What follows belongs to an exercise in optimizing a design on an open flow for small area; a production flow would make more cautious choices.
In this exercise RTL edits were held to simulation tests only and were not proved equivalent to the original.
No activity file was given, so power comes from the tool's default toggle rates.

## lpddr5_device_responder
module lpddr5_device_responder #(
  parameter int BANKS = BANK_NUMBER,
  parameter int ROW_W = ROW_PER_BANK_GROUP_ADDRESS_WIDTH,
  parameter int COL_W = COL_WIDTH,
  parameter int DW    = DATA_WIDTH,
  localparam int BW   = $clog2(BANKS)
) (
  input  logic             clk,
  input  logic             rst,
  input  logic             cmd_valid,
  input  logic [2:0]       cmd,
  input  logic [BW-1:0]    cmd_bank,
  input  logic [ROW_W-1:0] cmd_row,
  input  logic [COL_W-1:0] cmd_col,
  output logic             rd_valid,
  output logic [DW-1:0]    rd_data,
  output logic             err_valid,
  output logic [2:0]       err_code,
  output logic             ref_overdue
);
==> flow/config.mk <==
export PLATFORM = sky130hd
export DESIGN_NAME = lpddr5_device_responder
export DESIGN_NICKNAME = lpddr5_device_responder
export VERILOG_FILES = /design/flow/design.v
export SDC_FILE = /design/flow/constraint.sdc
export NUM_CORES = 4
export LEC_CHECK = 0
export ABC_AREA = 1
export CAP_MARGIN = 20
export CORE_MARGIN = 2
export CORE_UTILIZATION = 70
export CTS_BUF_LIST = sky130_fd_sc_hd__clkbuf_8
export CTS_CLUSTER_DIAMETER = 50
export CTS_CLUSTER_SIZE = 16
export SLEW_MARGIN = 20
==> flow/constraint.sdc <==
create_clock -name core_clock -period 5.0 [get_ports {clk}]
set_input_delay 1.0000 -clock core_clock [delete_from_list [all_inputs] [get_ports {clk}]]
set_output_delay 1.0000 -clock core_clock [all_outputs]
set_load 0.01 [all_outputs]
run.sh (not shown) runs the stock make flow with config.mk's settings and CLKGATE_MAP_FILE= SYNTH_SCRIPT=/design/flow/synth_recipe.tcl, a recipe that flattens the netlist after the stock synthesis.
Then changed:
- CTS_BUF_LIST: sky130_fd_sc_hd__clkbuf_8 -> sky130_fd_sc_hd__clkbuf_4
- CTS_CLUSTER_DIAMETER: 50 -> 40
- CTS_CLUSTER_SIZE: 16 -> 10
Outcome: The changed run completed without violations. Count of clock-buffer cells in the layout came out higher by 27. Final area came out lower by about 1%. Critical path depth came out lower by 3.
Then changed:
- CTS_BUF_LIST: sky130_fd_sc_hd__clkbuf_4 -> unset
- CTS_CLUSTER_DIAMETER: 40 -> unset
- CTS_CLUSTER_SIZE: 10 -> unset
What happened:
- power rose by about 20%
- setup slack improves by 140 ps
- via count climbs by 2.0%
- final cell count is lower by about 0.4%
- worst hold slack gets worse by 7.1 ps
- first-iteration DRC count went up by about 16%


Another version of the RTL of lpddr5_device_responder (not shown whole).
Size: ~860 cells after synthesis, about 380 flip-flops, ~70 I/O pins, roughly 13,000 µm² of cells after synthesis.
Settings: LEC_CHECK=0, ABC_CLOCK_PERIOD_IN_PS=100000, CAP_MARGIN=5, CORE_MARGIN=2, CORE_UTILIZATION=60, CTS_BUF_LIST=sky130_fd_sc_hd__clkbuf_8, CTS_CLUSTER_DIAMETER=50, CTS_CLUSTER_SIZE=16, SLEW_MARGIN=5, SYNTH_HIERARCHICAL=1; clock period 5.0 ns.
standard.sh (not shown) runs the stock make flow with config.mk's settings and CLKGATE_MAP_FILE= SYNTH_SCRIPT=/design/flow/synth_recipe.tcl, a recipe that flattens the netlist after the stock synthesis.
==> flow/flow/run.sh <==
#!/bin/bash
# Own layout flow: the standard ORFS flow (standard.sh), with two changes:
#  - input/output ports are buffered with buf_1 instead of the delay buffer
#    buffer_ports picks by default;
#  - clock tree synthesis inserts no dummy loads;
#  - timing-driven global placement does not keep the buffers its trial
#    repairs insert (the later repair steps still fix slew, load and timing).
# Everything else (synthesis, floorplan, power grid, taps, placement, routing)
# is the standard flow. Each tool's output goes to the logs under orfs/logs;
# the whole run's output is kept in flow_run.log.
set -euo pipefail
export BUFFER_PORTS_ARGS="-buffer_cell sky130_fd_sc_hd__buf_1"
export CTS_ARGS="-sink_clustering_enable -repair_clock_nets -dont_use_dummy_load -buf_list sky130_fd_sc_hd__clkbuf_4 -sink_clustering_size 10 -sink_clustering_max_diameter 45"
export GPL_KEEP_OVERFLOW=0
bash standard.sh finish > flow_run.log 2>&1
The first run completed without violations.
Rerun with:
--- a/flow/flow/run.sh
+++ b/flow/flow/run.sh
@@ -5,3 +5 @@
-#  - clock tree synthesis inserts no dummy loads;
-#  - timing-driven global placement does not keep the buffers its trial
-#    repairs insert (the later repair steps still fix slew, load and timing).
+#  - clock tree synthesis inserts no dummy loads.
@@ -13,2 +11 @@
-export CTS_ARGS="-sink_clustering_enable -repair_clock_nets -dont_use_dummy_load -buf_list sky130_fd_sc_hd__clkbuf_4 -sink_clustering_size 10 -sink_clustering_max_diameter 45"
-export GPL_KEEP_OVERFLOW=0
+export CTS_ARGS="-sink_clustering_enable -repair_clock_nets -dont_use_dummy_load -buf_list sky130_fd_sc_hd__clkbuf_4 -sink_clustering_size 10 -sink_clustering_max_diameter 35"
What happened: The changed run produced a clean layout; design area stays flat; utilization came out lower by 0.19 points; global-route usage rises by 0.27 points.


lpddr5_device_responder, a different RTL version from the one above (not shown whole).
Size: about 880 cells after synthesis, ~380 flip-flops, ~70 I/O pins.
Settings: LEC_CHECK=0, ABC_CLOCK_PERIOD_IN_PS=100000, CAP_MARGIN=5, CORE_MARGIN=2, CORE_UTILIZATION=60, CTS_BUF_LIST=sky130_fd_sc_hd__clkbuf_8, CTS_CLUSTER_DIAMETER=50, CTS_CLUSTER_SIZE=16, GPL_TIMING_DRIVEN=0, SLEW_MARGIN=5, SYNTH_HIERARCHICAL=1; clock period 5.0 ns.
==> flow/flow/run.sh <==
#!/bin/bash
# Own layout flow: the standard ORFS flow (standard.sh), with two changes:
#  - input/output ports are buffered with buf_1 instead of the delay buffer
#    buffer_ports picks by default;
#  - clock tree synthesis inserts no dummy loads.
# Everything else (synthesis, floorplan, power grid, taps, placement, routing)
# is the standard flow. Each tool's output goes to the logs under orfs/logs;
# the whole run's output is kept in flow_run.log.
set -euo pipefail
export BUFFER_PORTS_ARGS="-buffer_cell sky130_fd_sc_hd__buf_1"
export CTS_ARGS="-sink_clustering_enable -repair_clock_nets -dont_use_dummy_load -buf_list sky130_fd_sc_hd__clkbuf_8 -sink_clustering_size 16 -sink_clustering_max_diameter 50"
bash standard.sh finish > flow_run.log 2>&1
Then changed:
--- a/flow/flow/run.sh
+++ b/flow/flow/run.sh
@@ -10,3 +10,3 @@
 export BUFFER_PORTS_ARGS="-buffer_cell sky130_fd_sc_hd__buf_1"
-export CTS_ARGS="-sink_clustering_enable -repair_clock_nets -dont_use_dummy_load -buf_list sky130_fd_sc_hd__clkbuf_8 -sink_clustering_size 16 -sink_clustering_max_diameter 50"
+export CTS_ARGS="-sink_clustering_enable -repair_clock_nets -dont_use_dummy_load -buf_list sky130_fd_sc_hd__clkbuf_4 -sink_clustering_size 12 -sink_clustering_max_diameter 45"
 bash standard.sh finish > flow_run.log 2>&1
--- a/flow/config.mk
+++ b/flow/config.mk
@@ -8,3 +8,3 @@
 export ABC_CLOCK_PERIOD_IN_PS = 100000
-export CAP_MARGIN = 5
+export CAP_MARGIN = 20
 export CORE_MARGIN = 2
@@ -14,4 +14,3 @@
 export CTS_CLUSTER_SIZE = 16
-export GPL_TIMING_DRIVEN = 0
-export SLEW_MARGIN = 5
+export SLEW_MARGIN = 20
 export SYNTH_HIERARCHICAL = 1
=> The changed run went through all stages and came out clean. Sequential power hardly moves. Final area drops by 4.6%. Combinational power hardly moves. Worst hold slack improves by 0.024 ns. Flip-flop and latch count stays the same. Utilization is lower by 3.2 points. Register-to-register slack improves by 0.48 ns. Fmax went up by 11%.


== main ==
lpddr5_device_responder, a different RTL version from the one above (not shown whole).
Size: about 890 cells after synthesis, ~380 flip-flops, ~70 I/O pins, ~13000 um^2 of cells after synthesis.
==> flow/config.mk <==
export PLATFORM = sky130hd
export DESIGN_NAME = lpddr5_device_responder
export DESIGN_NICKNAME = lpddr5_device_responder
export VERILOG_FILES = /design/flow/design.v
export SDC_FILE = /design/flow/constraint.sdc
export NUM_CORES = 4
export LEC_CHECK = 0
export ABC_CLOCK_PERIOD_IN_PS = 100000
export CAP_MARGIN = 20
export CORE_MARGIN = 2
export CORE_UTILIZATION = 70
export CTS_BUF_LIST = sky130_fd_sc_hd__clkbuf_8
export CTS_CLUSTER_DIAMETER = 50
export CTS_CLUSTER_SIZE = 16
export SLEW_MARGIN = 20
export SYNTH_HIERARCHICAL = 1
==> flow/constraint.sdc <==
create_clock -name core_clock -period 5.0 [get_ports {clk}]
set_input_delay 1.0000 -clock core_clock [delete_from_list [all_inputs] [get_ports {clk}]]
set_output_delay 1.0000 -clock core_clock [all_outputs]
set_load 0.01 [all_outputs]
run.sh (not shown) runs the stock make flow with config.mk's settings and CLKGATE_MAP_FILE= SYNTH_SCRIPT=/design/flow/synth_recipe.tcl, a recipe that flattens the netlist after the stock synthesis.
Stock flow here: none of the scripts above is used.
main did not stop at any stage, and its layout met the timing, design-rule and antenna checks.
diff inputs: main => the feature branch
==> flow/flow/run.sh (new file) <==
#!/bin/bash
# Own layout flow: the standard ORFS flow (standard.sh), with two changes:
#  - input/output ports are buffered with buf_1 instead of the delay buffer
#    buffer_ports picks by default;
#  - clock tree synthesis inserts no dummy loads.
# Everything else (synthesis, floorplan, power grid, taps, placement, routing)
# is the standard flow. Each tool's output goes to the logs under orfs/logs;
# the whole run's output is kept in flow_run.log.
set -euo pipefail
export BUFFER_PORTS_ARGS="-buffer_cell sky130_fd_sc_hd__buf_1"
export CTS_ARGS="-sink_clustering_enable -repair_clock_nets -dont_use_dummy_load -buf_list sky130_fd_sc_hd__clkbuf_8 -sink_clustering_size 16 -sink_clustering_max_diameter 50"
bash standard.sh finish > flow_run.log 2>&1
==> flow/standard.sh (new file) <==
#!/bin/bash
# synth_recipe.tcl (not shown) runs the flow's synth.tcl, then flattens the netlist and writes it again
# the make line also repeats each setting of config.mk as NAME=value (left out here)
make -C /OpenROAD-flow-scripts/flow DESIGN_CONFIG=/design/flow/config.mk WORK_HOME=/design/flow/orfs CLKGATE_MAP_FILE= SYNTH_SCRIPT=/design/flow/synth_recipe.tcl "${@:-finish}"
removed: flow/run.sh
## What came out
Every stage of the flow completed for the feature branch, and the final layout passed the timing, design-rule and antenna checks.
The feature branch against main; total routed wirelength is down by a few percent.
The feature branch vs main: number of buffers outside the clock class in the layout down by more than 10%
The feature branch ends up with lower global routing met2 resource utilization than main does.
Diff the feature branch and main: setup slack of the critical path after layout higher in the feature branch
The feature branch has post-route clock period utilization below what main had.
Against main as the reference, the feature branch delivers a lower via count of the routed design.

[port drivers added, routing unchanged]
The flow's constraints put no driver on any port. The routed layouts listed below were extracted and timed again, unchanged, in two steps.
Step 1 sets driving cells, clkbuf_16 on the clock port and buf_2 on the other inputs (assumed; they add their load-dependent delay and slew).
Step 2, shift: input delay + t, output delay - t, t = (earliest + latest rising clock arrival at the registers) / 2. This alone moves slack from input paths to output paths.
Slacks: no drivers / after step 1 / after step 2; pairs: no drivers / after step 1.
run	t, ns	slack for setup (ns)	hold WS [ns]	worst slew at a driven data input, ns	pins driven straight from the clock port
the first run of note 1	0.587	0.545 / 0.504 / 0.727	0.333 / 0.333 / 0.333	0.04	1
the second run of note 1	0.706	0.446 / 0.406 / 0.717	0.332 / 0.332 / 0.332	0.04	1
the third run of note 1	0.558	0.589 / 0.543 / 0.690	0.325 / 0.325 / 0.325	0.04	1
the first run of note 2	0.670	0.297 / 0.316 / -0.355	0.326 / 0.326 / 0.326	0.04	1
the second run of note 2	0.682	0.811 / 0.771 / 0.169	0.299 / 0.299 / 0.299	0.04	1
the first run of note 3	0.573	0.195 / 0.212 / -0.360	0.293 / 0.293 / 0.293	0.09	1
the second run of note 3	0.670	0.676 / 0.635 / 0.156	0.317 / 0.317 / 0.317	0.04	1
main	0.581	0.532 / 0.488 / 0.043	0.324 / 0.324 / 0.324	0.04	1
the feature branch	0.570	0.642 / 0.646 / 0.076	0.295 / 0.295 / 0.295	0.04	1
Met with ideal ports but missed after step 2: setup timing in the first run of note 2 and the first run of note 3. The setup slack of the first run of note 2, which loses most, moves by +0.019 ns with the drivers and by -0.652 ns with both steps.
